Background: an optimization exercise with open tools, aiming at a short achievable clock period and few clock cycles. Do not read the settings as production practice. RTL that was checked went through simulation tests only; none was proved equivalent to the original.

==> exp/onyx <==
==> flow/design.v <==
package sap2_mini_pkg;
    localparam int DATA_W = 12;
    localparam int ADDR_W = 8;
    localparam logic [3:0] OP_LDA = 4'h0, OP_ADD = 4'h1, OP_SUB = 4'h2, OP_STA = 4'h3,
                           OP_LDB = 4'h4, OP_LDX = 4'h5, OP_JMP = 4'h6, OP_JAN = 4'h7,
                           OP_JAZ = 4'h8, OP_JIN = 4'h9, OP_JIZ = 4'hA, OP_JMS = 4'hB,
                           OP_REG = 4'hF;
    localparam logic [3:0] RG_NOP = 4'h0, RG_CLA = 4'h1, RG_XCH = 4'h2, RG_DEX = 4'h3,
                           RG_INX = 4'h4, RG_CMA = 4'h5, RG_CMB = 4'h6, RG_IOR = 4'h7,
                           RG_AND = 4'h8, RG_NOR = 4'h9, RG_NAN = 4'hA, RG_XOR = 4'hB,
                           RG_BRB = 4'hC, RG_INP = 4'hD, RG_OUT = 4'hE, RG_HLT = 4'hF;
    localparam logic [DATA_W-1:0] NOP_WORD = 12'hC00;
endpackage
module sap2_mini_alu
(
    input  logic [3:0]                       op,
    input  logic [3:0]                       rop,
    input  logic [sap2_mini_pkg::DATA_W-1:0] a,
    input  logic [sap2_mini_pkg::DATA_W-1:0] b,
    input  logic [sap2_mini_pkg::DATA_W-1:0] x,
    output logic [sap2_mini_pkg::DATA_W-1:0] a_reg,
    output logic [sap2_mini_pkg::DATA_W-1:0] x_reg
);
    always_comb begin
        a_reg = a;
        x_reg = x;
        if (op == sap2_mini_pkg::OP_REG) begin
            case (rop)
                sap2_mini_pkg::RG_CLA: a_reg = '0;
                sap2_mini_pkg::RG_XCH: begin a_reg = x; x_reg = a; end
                sap2_mini_pkg::RG_DEX: x_reg = x - 12'd1;
                sap2_mini_pkg::RG_INX: x_reg = x + 12'd1;
                sap2_mini_pkg::RG_CMA: a_reg = ~a;
                sap2_mini_pkg::RG_IOR: a_reg = a | b;
                sap2_mini_pkg::RG_AND: a_reg = a & b;
                sap2_mini_pkg::RG_NOR: a_reg = ~(a | b);
                sap2_mini_pkg::RG_NAN: a_reg = ~(a & b);
                sap2_mini_pkg::RG_XOR: a_reg = a ^ b;
                default: ;
            endcase
        end
    end
endmodule
module sap2_mini_cpu
(
    input  logic              clk,
    input  logic              clr,
    input  logic              prog,
    input  logic [sap2_mini_pkg::ADDR_W-1:0] a,
    input  logic [sap2_mini_pkg::DATA_W-1:0] d,
    input  logic [sap2_mini_pkg::DATA_W-1:0] i,
    output logic [sap2_mini_pkg::DATA_W-1:0] out,
    output logic              halted
);
    localparam int DW = sap2_mini_pkg::DATA_W;
    localparam int AW = sap2_mini_pkg::ADDR_W;
    localparam int NW = 1 << AW;
    logic [NW-1:0][DW-1:0] mem;
    logic [DW-1:0]         areg, breg, xreg, ir;
    logic [AW-1:0]         pc, r;
    logic [NW-1:0]         pc1h, r1h, ead1h;
    logic                  halt;
    assign halted = halt;
    logic [3:0]    eop, erop;
    logic [AW-1:0] ead;
    logic [DW-1:0] mdat, a_reg, x_reg, a_next, b_next, x_next;
    logic          e_sta, e_out, a_slow, x_slow;
    assign eop   = ir[11:8];
    assign erop  = ir[7:4];
    assign ead   = ir[7:0];
    assign e_sta = (eop == sap2_mini_pkg::OP_STA);
    assign e_out = (eop == sap2_mini_pkg::OP_REG) && (erop == sap2_mini_pkg::RG_OUT);
    always_comb begin
        mdat = '0;
        for (int k = 0; k < NW; k++)
            mdat = mdat | (mem[k] & {DW{ead1h[k]}});
    end
    sap2_mini_alu u_alu (
        .op    (eop),
        .rop   (erop),
        .a     (areg),
        .b     (breg),
        .x     (xreg),
        .a_reg (a_reg),
        .x_reg (x_reg)
    );
    assign a_slow = (eop == sap2_mini_pkg::OP_LDA) || (eop == sap2_mini_pkg::OP_ADD) ||
                    (eop == sap2_mini_pkg::OP_SUB) ||
                    ((eop == sap2_mini_pkg::OP_REG) && (erop == sap2_mini_pkg::RG_INP));
    assign x_slow = (eop == sap2_mini_pkg::OP_LDX);
    always_comb begin
        case (eop)
            sap2_mini_pkg::OP_LDA: a_next = mdat;
            sap2_mini_pkg::OP_ADD: a_next = areg + mdat;
            sap2_mini_pkg::OP_SUB: a_next = areg - mdat;
            sap2_mini_pkg::OP_REG: a_next = (erop == sap2_mini_pkg::RG_INP) ? i : a_reg;
            default:               a_next = areg;
        endcase
        x_next = (eop == sap2_mini_pkg::OP_LDX) ? mdat : x_reg;
        if (eop == sap2_mini_pkg::OP_LDB)
            b_next = mdat;
        else if ((eop == sap2_mini_pkg::OP_REG) && (erop == sap2_mini_pkg::RG_CMB))
            b_next = ~breg;
        else
            b_next = breg;
    end
    logic [DW-1:0] rd_f, w;
    logic [3:0]    fop;
    logic          a_neg, a_zero, x_neg, x_zero;
    logic          is_jac, is_jxc, taken, brb, jms, stall, fhlt;
    logic [AW-1:0] pc_inc;
    logic [NW-1:0] tdec, pc1h_inc;
    always_comb begin
        rd_f = '0;
        for (int k = 0; k < NW; k++)
            rd_f = rd_f | (mem[k] & {DW{pc1h[k]}});
    end
    assign w        = (e_sta && (ead == pc)) ? areg : rd_f;
    assign fop      = w[11:8];
    assign pc_inc   = pc + 8'd1;
    assign pc1h_inc = {pc1h[NW-2:0], pc1h[NW-1]};
    always_comb begin
        for (int k = 0; k < NW; k++)
            tdec[k] = (w[AW-1:0] == AW'(k));
    end
    assign a_neg  = a_reg[DW-1];
    assign a_zero = (a_reg == '0);
    assign x_neg  = x_reg[DW-1];
    assign x_zero = (x_reg == '0);
    assign is_jac = (fop == sap2_mini_pkg::OP_JAN) || (fop == sap2_mini_pkg::OP_JAZ);
    assign is_jxc = (fop == sap2_mini_pkg::OP_JIN) || (fop == sap2_mini_pkg::OP_JIZ);
    assign jms    = (fop == sap2_mini_pkg::OP_JMS);
    assign taken  = (fop == sap2_mini_pkg::OP_JMP) || jms ||
                    ((fop == sap2_mini_pkg::OP_JAN) && a_neg) || ((fop == sap2_mini_pkg::OP_JAZ) && a_zero) ||
                    ((fop == sap2_mini_pkg::OP_JIN) && x_neg) || ((fop == sap2_mini_pkg::OP_JIZ) && x_zero);
    assign brb    = (fop == sap2_mini_pkg::OP_REG) && (w[7:4] == sap2_mini_pkg::RG_BRB);
    assign fhlt   = (fop == sap2_mini_pkg::OP_REG) && (w[7:4] == sap2_mini_pkg::RG_HLT);
    assign stall  = (is_jac && a_slow) || (is_jxc && x_slow);
    always_ff @(posedge clk or posedge clr) begin
        if (clr) begin
            areg  <= '0; breg <= '0; xreg <= '0; ir <= sap2_mini_pkg::NOP_WORD;
            pc    <= '0; r    <= '0;
            pc1h  <= NW'(1); r1h <= NW'(1); ead1h <= NW'(1);
            out   <= '0; halt <= 1'b0;
        end else if (!halt) begin
            areg <= a_next;
            breg <= b_next;
            xreg <= x_next;
            if (e_out) out <= areg;
            if (stall) begin
                ir <= sap2_mini_pkg::NOP_WORD;
            end else begin
                ir    <= w;
                ead1h <= tdec;
                if (taken) begin
                    pc   <= w[AW-1:0];
                    pc1h <= tdec;
                end else if (brb) begin
                    pc   <= r;
                    pc1h <= r1h;
                end else begin
                    pc   <= pc_inc;
                    pc1h <= pc1h_inc;
                end
                if (jms) begin
                    r   <= pc_inc;
                    r1h <= pc1h_inc;
                end
                if (fhlt) halt <= 1'b1;
            end
        end
    end
    logic          sta_run;
    logic [DW-1:0] wdata;
    assign sta_run = e_sta && !halt;
    assign wdata   = sta_run ? areg : d;
    for (genvar k = 0; k < NW; k++) begin : g_word
        always_ff @(posedge clk) begin
            if ((prog && (a == AW'(k))) || (sta_run && ead1h[k]))
                mem[k] <= wdata;
        end
    end
endmodule
==> flow/run.sh <==
#!/bin/bash
# synth_recipe.tcl (not shown) runs the flow's synth.tcl, then flattens the netlist and writes it again
# the make line also repeats each setting of config.mk as NAME=value (left out here)
make -C /OpenROAD-flow-scripts/flow DESIGN_CONFIG=/design/flow/config.mk WORK_HOME=/design/flow/orfs CLKGATE_MAP_FILE= SYNTH_SCRIPT=/design/flow/synth_recipe.tcl finish
==> flow/config.mk <==
export PLATFORM = sky130hd
export DESIGN_NAME = sap2_mini_cpu
export DESIGN_NICKNAME = sap2_mini_cpu
export VERILOG_FILES = /design/flow/design.v
export SDC_FILE = /design/flow/constraint.sdc
export NUM_CORES = 4
export LEC_CHECK = 0
export ABC_CLOCK_PERIOD_IN_PS = 3000
export CAP_MARGIN = 20
export CORE_MARGIN = 2
export CORE_UTILIZATION = 40
export SETUP_SLACK_MARGIN = 5
export SLEW_MARGIN = 20
==> flow/constraint.sdc <==
create_clock -name core_clock -period 9.0 [get_ports {clk}]
set_input_delay 1.8000 -clock core_clock [delete_from_list [all_inputs] [get_ports {clk}]]
set_output_delay 1.8000 -clock core_clock [all_outputs]
set_load 0.01 [all_outputs]
==> inputs of exp/fjord, as changes to exp/onyx <==
==> flow/design.v, changed modules only <==
module sap2_mini_cpu
(
    input  logic              clk,
    input  logic              clr,
    input  logic              prog,
    input  logic [sap2_mini_pkg::ADDR_W-1:0] a,
    input  logic [sap2_mini_pkg::DATA_W-1:0] d,
    input  logic [sap2_mini_pkg::DATA_W-1:0] i,
    output logic [sap2_mini_pkg::DATA_W-1:0] out,
    output logic              halted
);
    logic [sap2_mini_pkg::DATA_W-1:0] mem [0:(1<<sap2_mini_pkg::ADDR_W)-1];
    logic [sap2_mini_pkg::DATA_W-1:0] areg, breg, xreg, ir;
    logic [sap2_mini_pkg::ADDR_W-1:0] pc, r;
    logic              halt;
    assign halted = halt;
    logic [3:0]        eop, erop;
    logic [sap2_mini_pkg::ADDR_W-1:0] ead;
    logic [sap2_mini_pkg::DATA_W-1:0] mdat, a_reg, x_reg, a_next, b_next, x_next;
    logic              e_sta, e_out, a_slow, x_slow;
    assign eop   = ir[11:8];
    assign erop  = ir[7:4];
    assign ead   = ir[7:0];
    assign mdat  = mem[ead];
    assign e_sta = (eop == sap2_mini_pkg::OP_STA);
    assign e_out = (eop == sap2_mini_pkg::OP_REG) && (erop == sap2_mini_pkg::RG_OUT);
    sap2_mini_alu u_alu (
        .op    (eop),
        .rop   (erop),
        .a     (areg),
        .b     (breg),
        .x     (xreg),
        .a_reg (a_reg),
        .x_reg (x_reg)
    );
    assign a_slow = (eop == sap2_mini_pkg::OP_LDA) || (eop == sap2_mini_pkg::OP_ADD) || (eop == sap2_mini_pkg::OP_SUB) ||
                    ((eop == sap2_mini_pkg::OP_REG) && (erop == sap2_mini_pkg::RG_INP));
    assign x_slow = (eop == sap2_mini_pkg::OP_LDX);
    always_comb begin
        case (eop)
            sap2_mini_pkg::OP_LDA:  a_next = mdat;
            sap2_mini_pkg::OP_ADD:  a_next = areg + mdat;
            sap2_mini_pkg::OP_SUB:  a_next = areg - mdat;
            sap2_mini_pkg::OP_REG:  a_next = (erop == sap2_mini_pkg::RG_INP) ? i : a_reg;
            default: a_next = areg;
        endcase
        x_next = (eop == sap2_mini_pkg::OP_LDX) ? mdat : x_reg;
        if (eop == sap2_mini_pkg::OP_LDB)
            b_next = mdat;
        else if ((eop == sap2_mini_pkg::OP_REG) && (erop == sap2_mini_pkg::RG_CMB))
            b_next = ~breg;
        else
            b_next = breg;
    end
    logic [sap2_mini_pkg::DATA_W-1:0] w;
    logic [3:0]        fop;
    logic              a_neg, a_zero, x_neg, x_zero;
    logic              is_jac, is_jxc, taken, brb, jms, stall, fhlt;
    logic [sap2_mini_pkg::ADDR_W-1:0] pc_inc;
    assign w      = (e_sta && (ead == pc)) ? areg : mem[pc];
    assign fop    = w[11:8];
    assign pc_inc = pc + 8'd1;
    assign a_neg  = a_reg[sap2_mini_pkg::DATA_W-1];
    assign a_zero = (a_reg == '0);
    assign x_neg  = x_reg[sap2_mini_pkg::DATA_W-1];
    assign x_zero = (x_reg == '0);
    assign is_jac = (fop == sap2_mini_pkg::OP_JAN) || (fop == sap2_mini_pkg::OP_JAZ);
    assign is_jxc = (fop == sap2_mini_pkg::OP_JIN) || (fop == sap2_mini_pkg::OP_JIZ);
    assign jms    = (fop == sap2_mini_pkg::OP_JMS);
    assign taken  = (fop == sap2_mini_pkg::OP_JMP) || jms ||
                    ((fop == sap2_mini_pkg::OP_JAN) && a_neg) || ((fop == sap2_mini_pkg::OP_JAZ) && a_zero) ||
                    ((fop == sap2_mini_pkg::OP_JIN) && x_neg) || ((fop == sap2_mini_pkg::OP_JIZ) && x_zero);
    assign brb    = (fop == sap2_mini_pkg::OP_REG) && (w[7:4] == sap2_mini_pkg::RG_BRB);
    assign fhlt   = (fop == sap2_mini_pkg::OP_REG) && (w[7:4] == sap2_mini_pkg::RG_HLT);
    assign stall  = (is_jac && a_slow) || (is_jxc && x_slow);
    always_ff @(posedge clk or posedge clr) begin
        if (clr) begin
            areg <= '0; breg <= '0; xreg <= '0; ir <= sap2_mini_pkg::NOP_WORD;
            pc   <= '0; r    <= '0;
            out  <= '0; halt <= 1'b0;
        end else if (!halt) begin
            areg <= a_next;
            breg <= b_next;
            xreg <= x_next;
            if (e_out) out <= areg;
            if (stall) begin
                ir <= sap2_mini_pkg::NOP_WORD;
            end else begin
                ir <= w;
                if (taken)    pc <= w[sap2_mini_pkg::ADDR_W-1:0];
                else if (brb) pc <= r;
                else          pc <= pc_inc;
                if (jms)      r  <= pc_inc;
                if (fhlt)     halt <= 1'b1;
            end
        end
    end
    always_ff @(posedge clk) begin
        if (prog)
            mem[a] <= d;
        else if (e_sta && !halt)
            mem[ead] <= areg;
    end
endmodule
ABC_CLOCK_PERIOD_IN_PS = not set   (was 3000)
SETUP_SLACK_MARGIN = not set   (was 5)
==> notes.md <==
area of the mapped netlist about 0.17 mm2; Run Error [ERROR GRT-0116] Global routing finished with congestion. Check the congestion regions in the DRC Viewer.; Placed Cells 17500; count of state elements after synthesis a little under 4000; gr ovfl total roughly 64000; status aborted with a tool error; largest family of logic cells by synthesized area compound AO/OA/AOI/OAI gates; Post-Place Setup Slack -1800 ps; synthesized area per cell ~15 um2; largest net degree at the start of global routing 180; Stop stage 5_1_grt; Post-CTS Resized roughly 560; top-area cell type share of the netlist area 0.550
# the run above: exp/onyx

==> notes.md <==
status complete, no violations; synthesized area per cell 20.5 um2; gr ovfl total 0; Post-Place Setup Slack about 1200 ps; top-area cell type share of the netlist area 0.618; area of the mapped netlist 0.149 mm2; Post-CTS Resized 0; Placed Cells between 10000 and 15000; largest family of logic cells by synthesized area multiplexers
# the run above: exp/fjord

Testbench counts of exp/fjord, summed over its fixed seeds: cycles 14,501.
The RTL of exp/onyx was laid out without a check of its function.

==> re-timing with driven ports <==
The results above use ideal ports. As a check the final layout listed here was re-extracted and re-timed, cells and wires unchanged.
Step 1 sets driving cells, clkbuf_16 on the clock port and buf_2 on the other inputs (assumed; they add their load-dependent delay and slew).
Step 2 moves the port delays by t, midway between the first and last clock arrival at a register: inputs arrive t later, outputs are due t later. That takes back most of the time a late clock gives input paths.
Slacks: ideal / step 1 / step 2; pairs: ideal / step 1.
run: exp/fjord
t, ns: 1.044
setup WS [ns]: 0.895 / 0.895 / 0.895
slew at the worst register clock pin (ns): 0.07 / 0.07
worst slew at a driven data input, ns: 0.23
After both steps exp/fjord still meets setup and hold. The setup slack of exp/fjord moves by 0.000 ns with the drivers and by 0.000 ns with both steps.
